Context: an optimization exercise on an open-source flow, tuned for a short achievable clock period and few clock cycles. The choices shown serve that exercise and are no tape-out recipe.
In this exercise RTL edits were held to simulation tests only and were not proved equivalent to the original.
The flow treats the clock pin as an ideal source, which a real chip does not have.
No activity file was given, so power comes from the tool's default toggle rates.

## v6
==> flow/design.v (excerpt) <==
module assoc_cache
#(
  parameter int ADDR_SIZE = 30,
  parameter int WORD_SIZE = 32,
  parameter int BLOCK_OFFSET_BITS = 2,
  parameter int INDEX_BITS = 3,
  parameter int WAYS = 2
) (
  input  logic                                          clk,
  input  logic                                          rst_n,
  input  logic                                          req,
  input  logic                                          we,
  input  logic [WORD_SIZE/8-1:0]                        be,
  input  logic [ADDR_SIZE-1:0]                          addr,
  input  logic [WORD_SIZE-1:0]                          data_w,
  output logic [WORD_SIZE-1:0]                          data_r,
  output logic                                          stall,
  output logic [ADDR_SIZE-BLOCK_OFFSET_BITS-1:0]        mem_addr,
  output logic                                          mem_r,
  output logic                                          mem_w,
  output logic [(WORD_SIZE<<BLOCK_OFFSET_BITS)-1:0]     mem_wdata,
  input  logic [(WORD_SIZE<<BLOCK_OFFSET_BITS)-1:0]     mem_rdata,
  input  logic                                          mem_ready
);
clock: 10.0 ns
lec_check: 0
abc_clock_period_in_ps: 1000
cap_margin: 20
core_margin: 2
core_utilization: 42
cts_cluster_diameter: 70
cts_cluster_size: 24
slew_margin: 20
standard.sh (not shown) runs the stock make flow with config.mk's settings and CLKGATE_MAP_FILE= SYNTH_SCRIPT=/design/flow/synth_recipe.tcl, a recipe that flattens the netlist after the stock synthesis.
==> flow/flow/run.sh <==
#!/bin/bash
# The standard layout (the standard.sh: ORFS synthesis to finish), with
#  - slow multi-input cells (4-input OR/NOR/AND/NAND, mux4 and the like,
#    listed in dont_use.txt) added to the platform's don't-use list, so that
#    synthesis maps the logic to faster 2- and 3-input gates. No flip-flop is
#    on the list, so the registers are those of the standard synthesis;
#  - up to 8 rounds (ORFS default 5) of antenna repair after detailed routing.
# ORFS writes each step's full log under orfs/logs/; standard.sh's own
# output goes to standard.log.
set -o pipefail
export SETUP_SLACK_MARGIN=$(cat flow/margin.txt)
export POST_CTS_TCL=$PWD/flow/post_cts.tcl
export MAX_REPAIR_ANTENNAS_ITER_DRT=8
base=$(make -s -C "$FLOW_HOME" DESIGN_CONFIG="$PWD/config.mk" WORK_HOME="$PWD/orfs" print-DONT_USE_CELLS 2>/dev/null \
  | sed -n 's/^DONT_USE_CELLS: //p')
# the platform's list as of this writing, should the query above fail
[ -n "$base" ] || base=$(cat flow/platform_dont_use.txt)
echo "platform don't-use: $base" > dont_use.log
bash standard.sh DONT_USE_CELLS="$base $(cat flow/dont_use.txt)" finish > standard.log 2>&1
Other scripts of this flow, unchanged in this note and not shown: flow/flow/dont_use.txt, flow/flow/margin.txt, flow/flow/platform_dont_use.txt, flow/flow/post_cts.tcl
v6: all stages complete, timing, DRC and antenna checks passed
Testbench counts of v6, summed over its fixed seeds: cycles 112,532.
### v6 -> v7
==> flow/flow/run.sh <==
#!/bin/bash
# The standard layout (the standard.sh: ORFS synthesis to finish), with
#  - each flip-flop that drives an output port moved next to the port's
#    buffer before detailed placement (pre_dpl.tcl);
#  - slow multi-input cells (4-input OR/NOR/AND/NAND, mux4 and the like,
#    listed in dont_use.txt) added to the platform's don't-use list, so that
#    synthesis maps the logic to faster 2- and 3-input gates. No flip-flop is
#    on the list, so the registers are those of the standard synthesis.
# ORFS writes each step's full log under orfs/logs/; standard.sh's own
# output goes to standard.log.
set -o pipefail
export SETUP_SLACK_MARGIN=$(cat flow/margin.txt)
export POST_CTS_TCL=$PWD/flow/post_cts.tcl
export PRE_DETAIL_PLACE_TCL=$PWD/flow/pre_dpl.tcl
base=$(make -s -C "$FLOW_HOME" DESIGN_CONFIG="$PWD/config.mk" WORK_HOME="$PWD/orfs" print-DONT_USE_CELLS 2>/dev/null \
  | sed -n 's/^DONT_USE_CELLS: //p')
# the platform's list as of this writing, should the query above fail
[ -n "$base" ] || base=$(cat flow/platform_dont_use.txt)
echo "platform don't-use: $base" > dont_use.log
bash standard.sh DONT_USE_CELLS="$base $(cat flow/dont_use.txt)" finish > standard.log 2>&1
==> flow/flow/pre_dpl.tcl (new file) <==
# Sourced by ORFS detail_place.tcl through PRE_DETAIL_PLACE_TCL, before
# detailed placement: every output port is driven by a flip-flop through the
# port's buffer; move each such flip-flop onto its port buffer, so that the
# flip-flop-to-port wire is short. Detailed placement then legalises them.
set block [ord::get_db_block]
set moved 0
foreach bterm [$block getBTerms] {
  if {[$bterm getIoType] != "OUTPUT"} { continue }
  set net [$bterm getNet]
  if {$net == "NULL"} { continue }
  set buf ""
  foreach it [$net getITerms] {
    if {[$it isOutputSignal]} { set buf [$it getInst] }
  }
  if {$buf == ""} { continue }
  set n2 ""
  foreach it [$buf getITerms] {
    if {[$it isInputSignal]} { set n2 [$it getNet] }
  }
  if {$n2 == "" || $n2 == "NULL"} { continue }
  set ff ""
  set nsinks 0
  foreach it [$n2 getITerms] {
    if {[$it isOutputSignal]} { set ff [$it getInst] } else { incr nsinks }
  }
  if {$ff == "" || $nsinks != 1} { continue }
  if {![string match "sky130_fd_sc_hd__df*" [[$ff getMaster] getName]]} { continue }
  set loc [$buf getLocation]
  $ff setLocation [lindex $loc 0] [lindex $loc 1]
  incr moved
}
puts "pre_dpl: moved $moved output flip-flops next to their port buffers"
diff --git a/flow/config.mk b/flow/config.mk
--- a/flow/config.mk
+++ b/flow/config.mk
@@ -9,5 +9,5 @@
 export CAP_MARGIN = 20
 export CORE_MARGIN = 2
-export CORE_UTILIZATION = 42
+export CORE_UTILIZATION = 40
 export CTS_CLUSTER_DIAMETER = 70
 export CTS_CLUSTER_SIZE = 24
The number of non-clock buffers in the layout of v7 exceeds that of v6 by 4.2%.
Of the two values seen for last element of the critical path, mem_wdata[62] was produced by v6 and data_r[15] by v7.
Diff v6 -> v7: path length in cells of the critical path +16; share of post-route cells with drive strength above 1 picked up an extra 0.32 points; area of the die went up; part of the power in the clock network now larger; switching part of the total power flat.
v6 → v7: clock-buffer cell count rose by 4.7%; power consumption grew by 380 uW; via count of the routed design now sits higher.

==> re-timing with driven ports <==
In the flow no input, the clock included, has a driving cell. The finished layouts below were timed again as built, in two steps.
Step 1: set_driving_cell puts a clkbuf_16 on clk and a buf_2 on each other input, an assumption about the parent block.
Step 2, shift: input delay + t, output delay - t, t = (earliest + latest rising clock arrival at the registers) / 2. This alone moves slack from input paths to output paths.
Slacks: no drivers / after step 1 / after step 2; pairs: no drivers / after step 1.
run | t (ns) | slack for setup (ns) | worst hold slack (ns)
v6 | 1.127 | 6.231 / 6.098 / 5.030 | 0.515 / 0.515 / 0.515
v7 | 1.160 | 6.278 / 6.049 / 4.889 | 0.504 / 0.504 / 0.504
After both steps setup and hold are still met in every run listed. The setup slack of v7, which loses most, moves by -0.229 ns with the drivers and by -1.389 ns with both steps.
